This is an optimization exercise on Yosys and OpenROAD, whose aim is small area, a short achievable clock period and few clock cycles per item, not a production implementation.
No run shown here included a check of the RTL's function; only the layout flow was run.
Power is estimated from default activity; no workload was simulated.

==> design/flow/design.v <==
package irsa_pkg;
    localparam int unsigned MAX_DIM = 4096;
    localparam int unsigned CFG_W   = 13;
    localparam int unsigned IDX_W   = 2;
    localparam int unsigned DIM_W   = 13;
    localparam int unsigned POS_W   = 12;
    localparam int unsigned ROT_W   = 2;
    localparam int unsigned BPP_W   = 5;
    localparam int unsigned PROD_W  = POS_W + DIM_W;
    localparam int unsigned ADDR_W  = 28;
    localparam logic [IDX_W-1:0] REG_SRC_WIDTH       = 2'd0;
    localparam logic [IDX_W-1:0] REG_SRC_HEIGHT      = 2'd1;
    localparam logic [IDX_W-1:0] REG_ROTATION        = 2'd2;
    localparam logic [IDX_W-1:0] REG_BYTES_PER_PIXEL = 2'd3;
    localparam logic [ROT_W-1:0] ROT_INVALID = 2'd0;
    localparam logic [ROT_W-1:0] ROT_90      = 2'd1;
    localparam logic [ROT_W-1:0] ROT_180     = 2'd2;
    localparam logic [ROT_W-1:0] ROT_270     = 2'd3;
    localparam logic [DIM_W-1:0] DIM_MAX = DIM_W'(MAX_DIM);
    localparam logic [DIM_W-1:0] DIM_RST = 13'd1;
    localparam logic [BPP_W-1:0] BPP_MAX = 5'd16;
    localparam logic [BPP_W-1:0] BPP_RST = 5'd4;
    typedef struct packed {
        logic accept;
        logic map_en;
        logic out_load;
    } t_dp_cmd;
endpackage
import irsa_pkg::*;
module image_rotate_scatter_address
#(
    parameter int unsigned PIXEL_BITS = 32
) (
    input  logic                  i_clk,
    input  logic                  i_rst_n,
    input  logic                  i_cfg_wr_en,
    input  logic [IDX_W-1:0]      i_cfg_index,
    input  logic [CFG_W-1:0]      i_cfg_wdata,
    input  logic                  i_in_valid,
    output logic                  o_in_stall,
    input  logic [PIXEL_BITS-1:0] i_pixel_in,
    input  logic                  i_frame_start,
    output logic                  o_out_valid,
    input  logic                  i_out_stall,
    output logic [PIXEL_BITS-1:0] o_pixel_out,
    output logic [POS_W-1:0]      o_dest_col,
    output logic [POS_W-1:0]      o_dest_row,
    output logic [ADDR_W-1:0]     o_byte_address,
    output logic                  o_frame_last,
    output logic                  o_bad_rotation
);
    logic [DIM_W-1:0] r_w;        
    logic [DIM_W-1:0] r_h;        
    logic [ROT_W-1:0] r_rot;
    logic [BPP_W-2:0] r_bm1;      
    logic             r_bad;      
    logic [DIM_W-1:0] cfg_dim;
    logic [BPP_W-2:0] cfg_bm1;
    always_comb begin
        cfg_dim = {i_cfg_wdata[CFG_W-1],
                   i_cfg_wdata[CFG_W-2:1] & {(CFG_W-2){!i_cfg_wdata[CFG_W-1]}},
                   (i_cfg_wdata[0] && !i_cfg_wdata[CFG_W-1]) || (i_cfg_wdata == '0)};
        if (i_cfg_wdata[BPP_W-1:0] == '0) begin
            cfg_bm1 = '0;
        end else if (i_cfg_wdata[BPP_W-1:0] > BPP_MAX) begin
            cfg_bm1 = (BPP_W-1)'(BPP_MAX - BPP_W'(1));
        end else begin
            cfg_bm1 = (BPP_W-1)'(i_cfg_wdata[BPP_W-1:0] - BPP_W'(1));
        end
    end
    always_ff @(posedge i_clk) begin
        if (!i_rst_n) begin
            r_w   <= DIM_RST;
            r_h   <= DIM_RST;
            r_rot <= ROT_90;
            r_bm1 <= (BPP_W-1)'(BPP_RST - BPP_W'(1));
            r_bad <= 1'b0;
        end else if (i_cfg_wr_en) begin
            unique case (i_cfg_index)
                REG_SRC_WIDTH:       r_w <= cfg_dim;
                REG_SRC_HEIGHT:      r_h <= cfg_dim;
                REG_ROTATION: begin
                    r_rot <= i_cfg_wdata[ROT_W-1:0];
                    r_bad <= (i_cfg_wdata[ROT_W-1:0] == ROT_INVALID);
                end
                REG_BYTES_PER_PIXEL: r_bm1 <= cfg_bm1;
                default: begin
                end
            endcase
        end
    end
    wire rot90  = (r_rot == ROT_90);
    wire rot180 = (r_rot == ROT_180);
    wire bad    = (r_rot == ROT_INVALID);
    localparam int unsigned DB_W = 17;
    logic [POS_W-1:0]      r_pc, r_pr;         
    logic                  r_pcz;              
    logic                  r_org;              
    logic                  r_ce, r_re;         
    logic                  r_mid;              
    logic [DB_W-1:0]       r_db;               
    logic [ADDR_W-1:0]     r_k;                
    logic                  r_direct;           
    logic                  r_ov;
    logic                  r_stall;
    logic                  r_sv;
    logic [PIXEL_BITS-1:0] r_spix;
    logic                  r_sfs;
    logic [PIXEL_BITS-1:0] r_pix;
    logic [POS_W-1:0]      r_dr, r_dc;
    logic [ADDR_W-1:0]     r_addr;
    logic                  r_last;
    localparam int unsigned S_INIT = 0;      
    localparam int unsigned S_Y    = 1;      
    localparam int unsigned S_T    = 2;      
    localparam int unsigned S_FIN  = 3;      
    localparam int unsigned S_FIN2 = 4;      
    localparam int unsigned S_P    = 5;      
    localparam int unsigned S_Q    = 6;      
    localparam int unsigned NST    = 7;
    localparam logic [NST-1:0] E_INIT = NST'(1) << S_INIT;
    localparam logic [NST-1:0] E_Y    = NST'(1) << S_Y;
    localparam logic [NST-1:0] E_T    = NST'(1) << S_T;
    localparam logic [NST-1:0] E_FIN  = NST'(1) << S_FIN;
    localparam logic [NST-1:0] E_FIN2 = NST'(1) << S_FIN2;
    localparam logic [NST-1:0] E_P    = NST'(1) << S_P;
    localparam logic [NST-1:0] E_Q    = NST'(1) << S_Q;
    logic       r_busy;
    logic [NST-1:0] r_est;
    logic [3:0] r_idx;
    logic       r_bit;
    logic       r_a_dbl, r_a_addr, r_a_negb, r_b_b, r_b_db, r_b_k, r_b_dc, r_sub, r_cin;
    wire                  fs  = r_sv ? r_sfs  : i_frame_start;
    wire [PIXEL_BITS-1:0] pix = r_sv ? r_spix : i_pixel_in;
    wire accept   = i_in_valid && !r_stall;
    wire fs_wait  = fs && !r_org;
    wire can_go   = !r_ov || !i_out_stall;
    wire have     = r_sv || accept;
    wire ld_out   = can_go && have;
    wire load     = ld_out && !fs_wait;
    wire skid_ld  = accept && !(can_go && !fs_wait);
    wire [POS_W-1:0] pe_c = r_org ? '0 : r_pc;
    wire [POS_W-1:0] pe_r = r_org ? '0 : r_pr;
    wire [DIM_W-1:0] wd_x = r_w + {1'b0, ~pe_c};
    wire [DIM_W-1:0] hd_x = r_h + {1'b0, ~pe_r};
    wire [POS_W-1:0] wd   = wd_x[POS_W-1:0];
    wire [POS_W-1:0] hd   = hd_x[POS_W-1:0];
    wire oor    = !wd_x[POS_W] || !hd_x[POS_W];
    wire [POS_W-1:0] pc1 = r_org ? POS_W'(1) : r_pc + POS_W'(1);
    wire [POS_W-1:0] pr1 = r_org ? POS_W'(1) : r_pr + POS_W'(1);
    wire w_is1  = (r_w == DIM_W'(1));
    wire h_is1  = (r_h == DIM_W'(1));
    wire colend = r_org ? w_is1 : r_ce;
    wire rowend = r_org ? h_is1 : r_re;
    wire wd_is0 = (wd == '0);
    wire hd_is0 = (hd == '0);
    wire wd_is1 = (wd == POS_W'(1));
    wire hd_is1 = (hd == POS_W'(1));
    logic [POS_W-1:0] dr_s, dc_s;
    always_comb begin
        dr_s = '0; dc_s = '0;
        unique case (r_rot)
            ROT_90:  begin dr_s = pe_c; dc_s = hd;   end
            ROT_180: begin dr_s = hd;   dc_s = wd;   end
            ROT_270: begin dr_s = wd;   dc_s = pe_r; end
            default: begin end
        endcase
    end
    wire [POS_W-1:0] npc = colend ? '0 : pc1;
    wire [POS_W-1:0] npr = colend ? (rowend ? '0 : pr1) : pe_r;
    wire [DIM_W-1:0] dmul = rot180 ? r_w : r_h;
    wire [DIM_W-1:0] xmul = rot180 ? r_h : r_w;
    logic [DIM_W-1:0] bmul;
    always_comb begin
        if (r_est[S_Y]) begin
            bmul = dmul;
        end else if (r_est[S_T]) begin
            bmul = xmul;
        end else begin
            bmul = {1'b0, r_dr};
        end
    end
    wire [3:0] idx_m1 = r_idx - 4'd1;
    wire       idx_last = (r_idx == '0);
    wire [DIM_W-1:0] lz_in = (r_busy && r_est[S_Y]) ? xmul : dmul;
    wire       lz_a   = |lz_in[11:8];
    wire       lz_b   = |lz_in[7:4];
    wire [3:0] lz_nib = lz_a ? lz_in[11:8] : (lz_b ? lz_in[7:4] : lz_in[3:0]);
    wire [1:0] lz_lo  = lz_nib[3] ? 2'd3 : (lz_nib[2] ? 2'd2 : (lz_nib[1] ? 2'd1 : 2'd0));
    wire [3:0] lz_top = lz_in[12] ? 4'd12 : {lz_a ? 2'd2 : (lz_b ? 2'd1 : 2'd0), lz_lo};
    wire [3:0] top_d  = lz_top;
    wire [3:0] top_x  = lz_top;
    localparam int unsigned CTL_W = 8;
    function automatic logic [CTL_W-1:0] ctl_run(input logic org, input logic pcz,
                                                 input logic [ROT_W-1:0] rot);
        logic r90, r180;
        r90  = (rot == ROT_90);
        r180 = (rot == ROT_180);
        if (org) begin
            ctl_run = {1'b0, 1'b0, 1'b1, 1'b0, r90, !r90, 1'b0, 1'b0};
        end else if (pcz && rot[0]) begin
            ctl_run = {1'b0, 1'b1, 1'b0, 1'b0, 1'b0, 1'b1, 1'b0, r90};
        end else begin
            ctl_run = {1'b0, 1'b1, 1'b0, r180, !r180, 1'b0, 1'b0, !r90};
        end
    endfunction
    function automatic logic [CTL_W-1:0] ctl_eng(input logic [NST-1:0] est, input logic bit_,
                                                 input logic r180, input logic first,
                                                 input logic bad_);
        logic hor;
        hor     = est[S_Y] || est[S_T] || est[S_P];
        ctl_eng = {hor && !first, !hor, 1'b0,
                   (est[S_Y] && bit_ && !bad_) || est[S_FIN2],    
                   ((est[S_T] || est[S_P]) && bit_) || (est[S_FIN] && !r180),
                   1'b0, est[S_Q], est[S_FIN] && !r180};
    endfunction
    logic       e_busy, e_org, e_direct, e_bit, e_first;
    logic [NST-1:0] e_est;
    logic [3:0] e_idx;
    wire        k_done = (r_est[S_FIN] && rot180) || r_est[S_FIN2];
    always_comb begin
        e_busy   = r_busy;
        e_est    = r_est;
        e_idx    = idx_m1;
        e_bit    = bmul[idx_m1];
        e_org    = r_org;
        e_direct = r_direct;
        e_first  = 1'b0;
        if (r_est[S_INIT]) begin
            e_est   = E_Y;
            e_idx   = top_d;
            e_bit   = 1'b1;
            e_first = 1'b1;
        end
        if (r_est[S_Y] && idx_last) begin
            e_est   = E_T;
            e_idx   = top_x;
            e_bit   = 1'b1;
            e_first = 1'b1;
        end
        if (r_est[S_T] && idx_last) begin
            e_est   = E_FIN;
        end
        if (r_est[S_FIN] || r_est[S_FIN2]) begin
            if (!k_done) begin
                e_est = E_FIN2;
            end else if (r_mid) begin
                e_est   = E_P;
                e_idx   = 4'(POS_W);
                e_bit   = 1'b0;
                e_first = 1'b1;
            end else begin
                e_org  = 1'b1;       
                e_busy = 1'b0;
                e_est  = E_INIT;
            end
        end
        if (r_est[S_P] && idx_last) begin
            e_est = E_Q;
            e_idx = 4'(r_bm1);
        end
        if (r_est[S_Q] && idx_last) begin
            e_busy   = 1'b0;
            e_direct = 1'b1;
            e_est    = E_INIT;
        end
    end
    wire w_quick = (i_cfg_index == REG_BYTES_PER_PIXEL);
    wire [CTL_W-1:0] ctl_busy  = e_busy ? ctl_eng(e_est, e_bit, rot180, e_first, bad) : ctl_run(e_org, r_pcz, r_rot);
    wire [CTL_W-1:0] ctl_load  = ctl_run(colend && rowend, colend, r_rot);
    wire [CTL_W-1:0] ctl_hold  = ctl_run(r_org, r_pcz, r_rot);
    wire [CTL_W-1:0] ctl_wait  = ctl_run(1'b1, r_pcz, r_rot);
    wire [CTL_W-1:0] ctl_quick = ctl_eng(E_Y, 1'b1, rot180, 1'b1, bad);
    wire fs_block = r_sv ? (r_sfs && !r_org) : (i_in_valid && !r_stall && i_frame_start && !r_org);
    logic [CTL_W-1:0] n_ctl;
    logic             n_busy, n_org, n_pcz, n_direct, n_bit;
    logic [NST-1:0]   n_est;
    logic [3:0]       n_idx;
    always_comb begin
        n_busy   = r_busy;
        n_est    = r_est;
        n_idx    = idx_m1;
        n_bit    = e_bit;
        n_org    = r_org;
        n_pcz    = r_pcz;
        n_direct = r_direct;
        n_ctl    = ctl_hold;
        if (i_cfg_wr_en) begin
            n_busy = 1'b1;
            if (w_quick) begin
                n_est = E_Y;
                n_idx = top_d;
                n_bit = 1'b1;
                n_ctl = ctl_quick;
            end else begin
                n_est = E_INIT;
            end
        end else if (r_busy) begin
            n_busy   = e_busy;
            n_est    = e_est;
            n_idx    = e_idx;
            n_org    = e_org;
            n_direct = e_direct;
            n_ctl    = ctl_busy;
        end else if (fs_block) begin
            n_org    = 1'b1;
            n_ctl    = ctl_wait;
        end else if (ld_out) begin
            n_direct = 1'b0;
            n_pcz    = colend;
            n_org    = colend && rowend;
            n_ctl    = ctl_load;
        end
    end
    wire n_a_dbl, n_a_addr, n_a_negb, n_b_b, n_b_db, n_b_k, n_b_dc, n_sub;
    assign {n_a_dbl, n_a_addr, n_a_negb, n_b_b, n_b_db, n_b_k, n_b_dc, n_sub} = n_ctl;
    wire n_cin = n_sub ^ n_b_b;
    wire [ADDR_W-1:0] add_a   = ({ADDR_W{r_a_dbl}}  & {r_addr[ADDR_W-2:0], 1'b0})
                              | ({ADDR_W{r_a_addr}} & r_addr)
                              | ({ADDR_W{r_a_negb}} & ~(ADDR_W'(r_bm1)));    
    wire [ADDR_W-1:0] add_b   = ({ADDR_W{r_b_b}}  & ADDR_W'(r_bm1))
                              | ({ADDR_W{r_b_db}} & ADDR_W'(r_db))
                              | ({ADDR_W{r_b_k}}  & r_k)
                              | ({ADDR_W{r_b_dc}} & ADDR_W'(r_dc));
    wire [ADDR_W-1:0] add_b2  = r_sub ? ~add_b : add_b;
    localparam int unsigned NPOS = ADDR_W + 1;
    localparam int unsigned NLEV = 5;                
    logic [NPOS-1:0] pg_g [0:NLEV];
    logic [NPOS-1:0] pg_p [0:NLEV];
    assign pg_g[0] = {add_a & add_b2, r_cin};
    assign pg_p[0] = {add_a ^ add_b2, 1'b0};
    for (genvar l = 0; l < NLEV; l++) begin : g_lev
        for (genvar j = 0; j < NPOS; j++) begin : g_pos
            if (((j >> l) & 1) == 1) begin : g_comb
                localparam int unsigned K = ((j >> l) << l) - 1;
                assign pg_g[l+1][j] = pg_g[l][j] | (pg_p[l][j] & pg_g[l][K]);
                assign pg_p[l+1][j] = pg_p[l][j] & pg_p[l][K];
            end else begin : g_pass
                assign pg_g[l+1][j] = pg_g[l][j];
                assign pg_p[l+1][j] = pg_p[l][j];
            end
        end
    end
    wire [ADDR_W-1:0] add_sum = pg_p[0][ADDR_W:1] ^ pg_g[NLEV][ADDR_W-1:0];
    always_ff @(posedge i_clk) begin
        if (!i_rst_n) begin
            r_pcz    <= 1'b1;
            r_org    <= 1'b1;
            r_ov     <= 1'b0;
            r_sv     <= 1'b0;
            r_busy   <= 1'b1;
            r_stall  <= 1'b1;
            r_est    <= E_INIT;
            r_direct <= 1'b0;
        end else begin
            r_ov     <= load || (r_ov && i_out_stall);
            r_sv     <= skid_ld || (r_sv && !load);
            r_stall  <= n_busy || skid_ld || (r_sv && !load);
            r_busy   <= n_busy;
            r_est    <= n_est;
            r_org    <= n_org;
            r_pcz    <= n_pcz;
            r_direct <= n_direct;
        end
    end
    always_ff @(posedge i_clk) begin
        r_mid <= !oor && !r_org;
        if (load) begin
            r_pc <= npc;
            r_pr <= npr;
        end
        if (r_busy) begin
            r_ce <= wd_is0;
            r_re <= hd_is0;
        end else if (load) begin
            r_ce <= colend ? w_is1 : wd_is1;
            r_re <= colend ? (rowend ? h_is1 : hd_is1) : rowend;
        end
    end
    always_ff @(posedge i_clk) begin
        r_idx    <= n_idx;
        r_bit    <= n_bit;
        r_a_dbl  <= n_a_dbl;
        r_a_addr <= n_a_addr;
        r_a_negb <= n_a_negb;
        r_b_b    <= n_b_b;
        r_b_db   <= n_b_db;
        r_b_k    <= n_b_k;
        r_b_dc   <= n_b_dc;
        r_sub    <= n_sub;
        r_cin    <= n_cin;
        if (r_busy) begin
            r_addr <= add_sum;
            if (r_est[S_Y] && idx_last) begin
                r_db <= add_sum[DB_W-1:0];
            end
            if (k_done) begin
                r_k  <= add_sum;
                r_dr <= dr_s;
                r_dc <= dc_s;
            end
        end else if (ld_out) begin
            if (r_org || !r_direct) begin
                r_addr <= add_sum;
            end
            r_dr   <= dr_s;
            r_dc   <= dc_s;
        end
    end
    always_ff @(posedge i_clk) begin
        if (skid_ld) begin
            r_spix <= i_pixel_in;
            r_sfs  <= i_frame_start;
        end
        if (ld_out) begin
            r_pix  <= pix;
            r_last <= colend && rowend;
        end
    end
    assign o_in_stall     = r_stall;
    assign o_out_valid    = r_ov;
    assign o_pixel_out    = r_pix;
    assign o_dest_col     = r_dc;
    assign o_dest_row     = r_dr;
    assign o_byte_address = r_addr;
    assign o_frame_last   = r_last;
    assign o_bad_rotation = r_bad;
endmodule
==> design/flow/flow/run.sh <==
#!/bin/bash
set -euo pipefail
CTS='-sink_clustering_enable -repair_clock_nets -dont_use_dummy_load -sink_clustering_size 30 -sink_clustering_max_diameter 120 -buf_list {sky130_fd_sc_hd__clkbuf_16}'
bash standard.sh SETUP_SLACK_MARGIN=7 'BUFFER_PORTS_ARGS=-buffer_cell sky130_fd_sc_hd__buf_2' "CTS_ARGS=$CTS" finish > flow_make.log 2>&1
==> design/flow/standard.sh <==
#!/bin/bash
# synth_recipe.tcl (not shown) runs the flow's synth.tcl, then flattens the netlist and writes it again
# the make line also repeats each setting of config.mk as NAME=value (left out here)
make -C /OpenROAD-flow-scripts/flow DESIGN_CONFIG=/design/flow/config.mk WORK_HOME=/design/flow/orfs CLKGATE_MAP_FILE= SYNTH_SCRIPT=/design/flow/synth_recipe.tcl "${@:-finish}"
==> design/flow/config.mk <==
export PLATFORM = sky130hd
export DESIGN_NAME = image_rotate_scatter_address
export DESIGN_NICKNAME = image_rotate_scatter_address
export VERILOG_FILES = /design/flow/design.v
export SDC_FILE = /design/flow/constraint.sdc
export NUM_CORES = 4
export LEC_CHECK = 0
export CAP_MARGIN = 20
export CORE_MARGIN = 2
export CORE_UTILIZATION = 55
export SETUP_SLACK_MARGIN = 5
export SLEW_MARGIN = 20
export TNS_END_PERCENT = 0
==> design/flow/constraint.sdc <==
create_clock -name core_clock -period 10.0 [get_ports {i_clk}]
set_input_delay 2.0000 -clock core_clock [delete_from_list [all_inputs] [get_ports {i_clk}]]
set_output_delay 2.0000 -clock core_clock [all_outputs]
set_load 0.01 [all_outputs]
==> flow_metrics.tcl, run 1 <==
set metrics [dict create \
    outcome "finished clean" \
    synthArstFlopShare_pct 0 \
    grt_max_degree 39 \
    start_util_pct 56.0 \
    yosys.area.top_type "edfxtp_1" \
    syn_avg_cell_area_um2 10.5 \
    cts_buffers 12 \
    clock-skew-final_ns 0.0499 \
    syn2layout_area_growth_pct 11.8 \
    slew_headroom_pct 42.1 \
    syn_area_um2 14100 \
    max_freq_mhz 291 \
    yosys.area.top_type_share_pct 40.2 \
    yosysMostFrequentCell "edfxtp_1" \
    coreArea_um2 25200 \
    synth-warning-count 3 \
    crit_path_end_kind "flip-flop" \
    worst_pin_slew_ns 0.867 \
    routedWlPerCell_um 21.8 \
    clk_path_buf_depth 3 \
    leakage_nw 6.02 \
    fin_crit_sh_pct 34.3 \
    synth_edf_count 189 \
    gr-total-overflow 0 \
    gr-usage-all-layers_pct 28.8 \
    nets 1574 \
    clock-sinks 250 \
    ys_seq_area_share_pct 48.9 \
    drc 0 \
    worst-endpoint-required_ns 10.25 \
    design.die.area_um2 27000 \
    min_period_ns 3.43 \
    place_inst 1758 \
    drt_iter0_drc 1238 \
    dieWidth_um 164 \
    hold_path_class "reg -> reg" \
    fin_cells 1788 \
    vdd_ir_drop_max_uv 112 \
    yosys_most_used_dff "edfxtp_1" \
    vias_per_cell 6.22 \
    ys_types 75 \
    first_global_vias 10700 \
    syn-instance-count 1343 \
    die_h_um 164 \
    pin_count 141 \
    rows 58 \
    post_route_cells_drive_above_1_share_pct 19.5 \
    root_buffer "clkbuf_16" \
    antenna_cells 0 \
    insertion_delay_ns 0.50 \
    rsz0062_at_grt "yes" \
    setup_violations 0 \
    finalSetupTns_ns 0 \
    max_cap_viol_count 0 \
    cts.reportedPaths.clkPinSlew_ns 0.12 \
    slew_violations 0 \
    drt_wl_total_um 38900 \
    yosys-top-cells-count "edfxtp_1 (189), nand2_1 (137), a21oi_1 (102)" \
    critical_path.startpoint_type "flip-flop" \
    antenna_found_initial 0 \
    power.density_nw_per_um2 161 \
    post-dp-hpwl_um 27400 \
    synth.area.top_cells "edfxtp_1 (40%), dfxtp_1 (8.7%), ha_1 (4.8%), nand2_1 (3.6%), a21oi_1 (3.6%)" \
    ys_ff_latch 250 \
    hold_viol 0 \
    finalWeightedCongestion 0.971 \
    critPathArrivalTime_ns 3.69 \
    io_buffers 140 \
    ant_nets 0 \
    htree_levels 1 \
    cp_max_fo 9 \
    drt-pass1-iter-count 5 \
    crit_type "reg -> reg" \
    syn_nets 1457 \
    num_vias 11100 \
    cts_tree "built" \
    grt_pass1_wl_um 60300 \
    cts_hold_buf 0 \
]
==> cells by family (layout without fill, tap and decap cells) <==
logic type | Yosys count | count (layout) | share of synthesized area (%)
AOI/OAI and AO/OA | 355 | 355 | 16.7
DFF | 250 | 250 | 48.9
and+or+nand+nor | 408 | 408 | 13.7
adders and majority gates | 62 | 62 | 5.85
muxes | 74 | 74 | 6.90
buffers and inverters | 116 | 231 | 3.19
xor gates and xnor gates | 78 | 78 | 4.84
==> power by group <==
group	switching (mW)	leakage (nW)	internal [mW]	total, mW
Sequential	0.0776	2.27	1.24	1.32
Clock	0.315	0.148	0.218	0.533
Combinational	0.393	3.61	0.290	0.683
==> stage by stage <==
stage / hold slack (ns) / instance area (um2) / setup WS (ns) / utilization [%] / power [mW]
floorplan: 0.459 / 14200 / 6.47 / - / 1.77
global placement: 0.477 / 15200 / 6.13 / 60.3 / 1.97
detailed placement: 0.486 / 15200 / 6.01 / 60.3 / 1.98
CTS: 0.505 / 15700 / 6.56 / 62.2 / 2.53
global route: 0.539 / 15800 / 6.43 / 62.6 / 2.65
finish: 0.502 / 15800 / 6.57 / 62.6 / 2.54
==> sequential cells by signal, summed over array words and instances (netlist names), 2 cells and up <==
name    cells
r_pix      32
r_spix     32
r_dc       12
r_idx       4
r_pc       12
r_bm1       4
r_w        13
r_addr     28
r_h        13
r_k        28
r_est       7
r_dr       12
r_db       17
r_pr       12
r_rot       2
==> per-layer routing <==
| layer | vias up | part of all wire, % | global-route usage [%] |
|---|---|---|---|
| met5 | - | 0 | 0 |
| met4 | 0 | 3.5 | 9.93 |
| met3 | 80 | 5.9 | 3.13 |
| met2 | 420 | 47 | 47.4 |
| met1 | 5379 | 44 | 39.9 |
| li1 | 5251 | - | - |
==> worst max-delay path: stages (launching register included) <==
cell and delay (ns):
dfxtp_4 0.37, buf_12 0.13, a22o_1 0.21, a221oi_2 0.19, xor2_1 0.23, fa_2 0.25
nor2b_1 0.06, o31a_1 0.32, o22a_1 0.23, and2_4 0.16, a221o_1 0.36, a21o_1 0.20
a21o_1 0.19, a21oi_2 0.18, xnor2_2 0.11
==> final cells by class <==
type | instances | area (um2)
Fill cell | 2085 | 9410
Inverter | 44 | 180
Clock buffer | 12 | 300
Tap cell | 330 | 413
Multi-Input combinational cell | 977 | 6940
Sequential cell | 250 | 6910
Timing Repair Buffer | 175 | 1020
==> layout by cell type, fill, tap and decap left out, drive strengths merged, types with 25 or more instances in the layout <==
cell type and count:
xor2 25, nand2b 34, xnor2 53, dfxtp 61, inv 43, buf 174, nand3 28, nor2 100
nand2 137, edfxtp 189, o21ai 78, a21oi 102, a221o 27, mux2 40, ha 54
==> worst paths after layout <==
kind	endpoint	from	slack [ns]	depth (start not counted)
worst min register to register	r_bad	r_bad	0.50	2
worst max register to register	r_k[14]	r_b_k	6.57	14
worst max-delay path	r_k[14]	r_b_k	6.57	14
worst min-delay path	r_bad	r_bad	0.50	2
==> repair_timing <==
item,in CTS,in global routing
pin swaps,12,10
gates cloned,1,0
setup buffers,11,5
endpoints found under the setup margin,240,242
gates resized for setup,21,9
==> run 2, diff against run 1 <==
==> design/flow/flow/run.sh (replaced) <==
#!/bin/bash
set -euo pipefail
CTS='-sink_clustering_enable -repair_clock_nets -dont_use_dummy_load -sink_clustering_size 25 -sink_clustering_max_diameter 100 -buf_list {sky130_fd_sc_hd__clkbuf_16}'
bash standard.sh SETUP_SLACK_MARGIN=8 'BUFFER_PORTS_ARGS=-buffer_cell sky130_fd_sc_hd__buf_2' "CTS_ARGS=$CTS" finish > flow_make.log 2>&1
==> run 2 against run 1 <==
Compared with the run above:
- sequential share of layout area is 0.18 points lower
- synthesized area stayed put
- largest power group unchanged
- critical endpoint unchanged
- largest cell class unchanged
- clock skew is 0.026 ns lower
==> flow_metrics.tcl, run 2 <==
set metrics [dict create \
    synthMuxAreaShare_pct 6.90 \
    ys_ff_latch 250 \
    synth_compound_area_share_pct 16.7 \
    antenna_cells 0 \
    power.density_nw_per_um2 163 \
    first_global_vias 10600 \
    ys_seq_area_share_pct 48.9 \
    synth_fa_ha_area_share_pct 5.85 \
    pin_count 141 \
    synth.area.top_cells "edfxtp_1 (40%), dfxtp_1 (8.7%), ha_1 (4.8%), nand2_1 (3.6%), a21oi_1 (3.6%)" \
    yosys.area.top_type_share_pct 40.2 \
    num_vias 11200 \
    design.die.area_um2 27000 \
    drt_iter0_drc 1268 \
    antenna_found_initial 0 \
    routedWlPerCell_um 21.7 \
    finalWeightedCongestion 0.971 \
    hold_viol 0 \
    post_route_cells_drive_above_1_share_pct 19.7 \
    synth_top_family_by_area "compound AO/OA/AOI/OAI gates" \
    min_period_ns 3.42 \
    cp_max_fo 9 \
    yosys.area.top_type "edfxtp_1" \
    layout_common_cells "edfxtp_1 (189), buf_2 (140), nand2_1 (135)" \
    synth_edf_count 189 \
    vdd_ir_drop_max_uv 126 \
    cts_tree "built" \
    yosys_most_used_dff "edfxtp_1" \
    rows 58 \
    syn_area_um2 14100 \
    critical_path.startpoint_type "flip-flop" \
    worst_pin_slew_ns 0.853 \
    yosys.area_share.simple_pct 13.7 \
    post-dp-hpwl_um 27400 \
    clock-skew-final_ns 0.0244 \
    fin_crit_sh_pct 34.2 \
    pre_cts_ws_ns 6.01 \
    max_cap_viol_count 0 \
    dpl_cell_area_um2 15200 \
    start_util_pct 56.0 \
    yosys-top-cells-count "edfxtp_1 (189), nand2_1 (137), a21oi_1 (102)" \
    htree_levels 1 \
    nets 1576 \
    crit_path_end_kind "flip-flop" \
    cts_hold_buf 0 \
    synth-warning-count 3 \
    syn2layout_area_growth_pct 12.2 \
    grt_pass1_wl_um 60100 \
    coreArea_um2 25200 \
    crit_type "reg -> reg" \
    final_cell_area_um2 15800 \
    outcome "finished clean" \
    setup_violations 0 \
    syn-instance-count 1343 \
    syn_nets 1457 \
    finalSetupTns_ns 0 \
    synthArstFlopShare_pct 0 \
    gr-total-overflow 0 \
    gr-usage-all-layers_pct 28.7 \
    synth-xor-area-share_pct 4.84 \
    root_buffer "clkbuf_16" \
    cts.reportedPaths.clkPinSlew_ns 0.10 \
    fillers 2058 \
    worst-endpoint-required_ns 10.23 \
    grt_max_degree 39 \
    drt_wl_total_um 38900 \
    io_buffers 140 \
    largestRegisters "r_pix (32), r_spix (32)" \
    yosysMostFrequentCell "edfxtp_1" \
    cts_buffers 14 \
    post-route-util_pct 62.9 \
    drt-pass1-iter-count 5 \
    die_h_um 164 \
    slew_violations 0 \
    slew_headroom_pct 43.0 \
    clk_path_buf_depth 3 \
    ys_types 75 \
    layout.cells.most_common "edfxtp_1" \
    clock-sinks 250 \
    max_freq_mhz 292 \
    insertion_delay_ns 0.49 \
    leakage_nw 6.06 \
    rsz0062_at_grt "yes" \
    dieWidth_um 164 \
    syn_avg_cell_area_um2 10.5 \
    ant_nets 0 \
    critPathArrivalTime_ns 3.65 \
    fin_ws_ns 6.58 \
    vias_per_cell 6.24 \
    drc 0 \
    hold_path_class "reg -> reg" \
]
[run 2: final cells by class]
type	instances	area, um2	area share [%]
clock buffer	14	350	2.21
sequential	250	6910	43.6
tap	330	413	2.61
inverter	44	180	1.14
timing repair buffer	175	1030	6.51
multi-input combinational	977	6950	43.9
[run 2: path summary, 6_finish.rpt]
kind                            startpoint       to  slack [ns]  cells past startpoint
worst max-delay path                 r_b_k  r_k[14]        6.58                     14
worst min-delay path                 r_bad    r_bad        0.49                      2
worst max register to register       r_b_k  r_k[14]        6.58                     14
worst min register to register       r_bad    r_bad        0.49                      2
[run 2: metrics by stage]
step,std cells,hold slack [ns],power [mW]
after global placement,1758,0.477,1.97
after global routing,1790,0.528,2.70
after detailed placement,1758,0.486,1.98
after CTS,1783,0.499,2.57
after floorplan,1343,0.459,1.77
final,1790,0.493,2.58
[run 2: cells by family (layout without fill, tap and decap cells)]
family                     after synthesis  in the layout
adders and majority gates               62             62
xor gates and xnor gates                78             78
muxes                                   74             74
DFF                                    250            250
AOI/OAI and AO/OA                      355            355
buffers and inverters                  116            233
and+or+nand+nor                        408            408
[run 2: where the power goes]
part	internal, mW	leakage [nW]	switching, mW	total [mW]
clock network	0.252	0.173	0.321	0.573
registers	1.24	2.27	0.0765	1.32
logic	0.293	3.62	0.394	0.687
total	1.79	6.06	0.791	2.58
[run 2: per-layer routing]
layer	up-vias	part of all wire, %	routed length (um)	GRT usage [%]
met5	-	0	0	0
met4	0	3.2	1240	9.53
met3	65	6.9	2680	3.26
met2	456	47	18300	47.5
met1	5393	43	16700	39.5
li1	5263	-	-	-
[run 2: repair_timing]
action | 4_1_cts | 5_1_grt
setup buffers | 10 | 6
gates cloned | 1 | 0
pin swaps | 12 | 14
setup endpoints to repair | 473 | 474
endpoints found under the hold margin | 0 | 0
resized for setup | 21 | 11
[run 2: critical path, cell delays in order, from the launching register on]
cell and delay (ns):
dfxtp_4 0.37, buf_12 0.13, a22o_1 0.21, a221oi_2 0.19, xor2_1 0.23, fa_2 0.25
nor2b_1 0.05, o31a_1 0.29, o22a_1 0.23, and2_4 0.16, a221o_1 0.39, a21o_1 0.20
a21o_1 0.19, a21oi_2 0.18, xnor2_2 0.10

## re-timing with driven ports
Ports are ideal in the flow. The routed layouts listed here were re-timed in OpenROAD. Step 1, drivers: a clkbuf_16 drives i_clk and a buf_2 each remaining input, both assumed. Step 2 adds t to the input delays and takes it off the output delays; t is the mean of the earliest and latest rising clock arrival at the registers after step 1. Input paths then give back, and output paths get back, about the clock's delay inside the block. Slacks: ideal / step 1 / step 2; pairs: ideal / step 1.
run	t, ns	setup slack, ns	clock arrival spread, ns	worst register clock-pin slew, ns	worst data-port slew with drivers (ns)
run 1	0.524	6.567 / 6.567 / 6.106	0.050 / 0.051	0.12 / 0.12	0.05
run 2	0.532	6.580 / 6.580 / 6.085	0.025 / 0.025	0.10 / 0.10	0.05
After both steps every run listed still meets setup and hold. For run 2, which loses most, drivers alone change the setup slack by 0.000 ns; drivers and shift together by -0.495 ns.
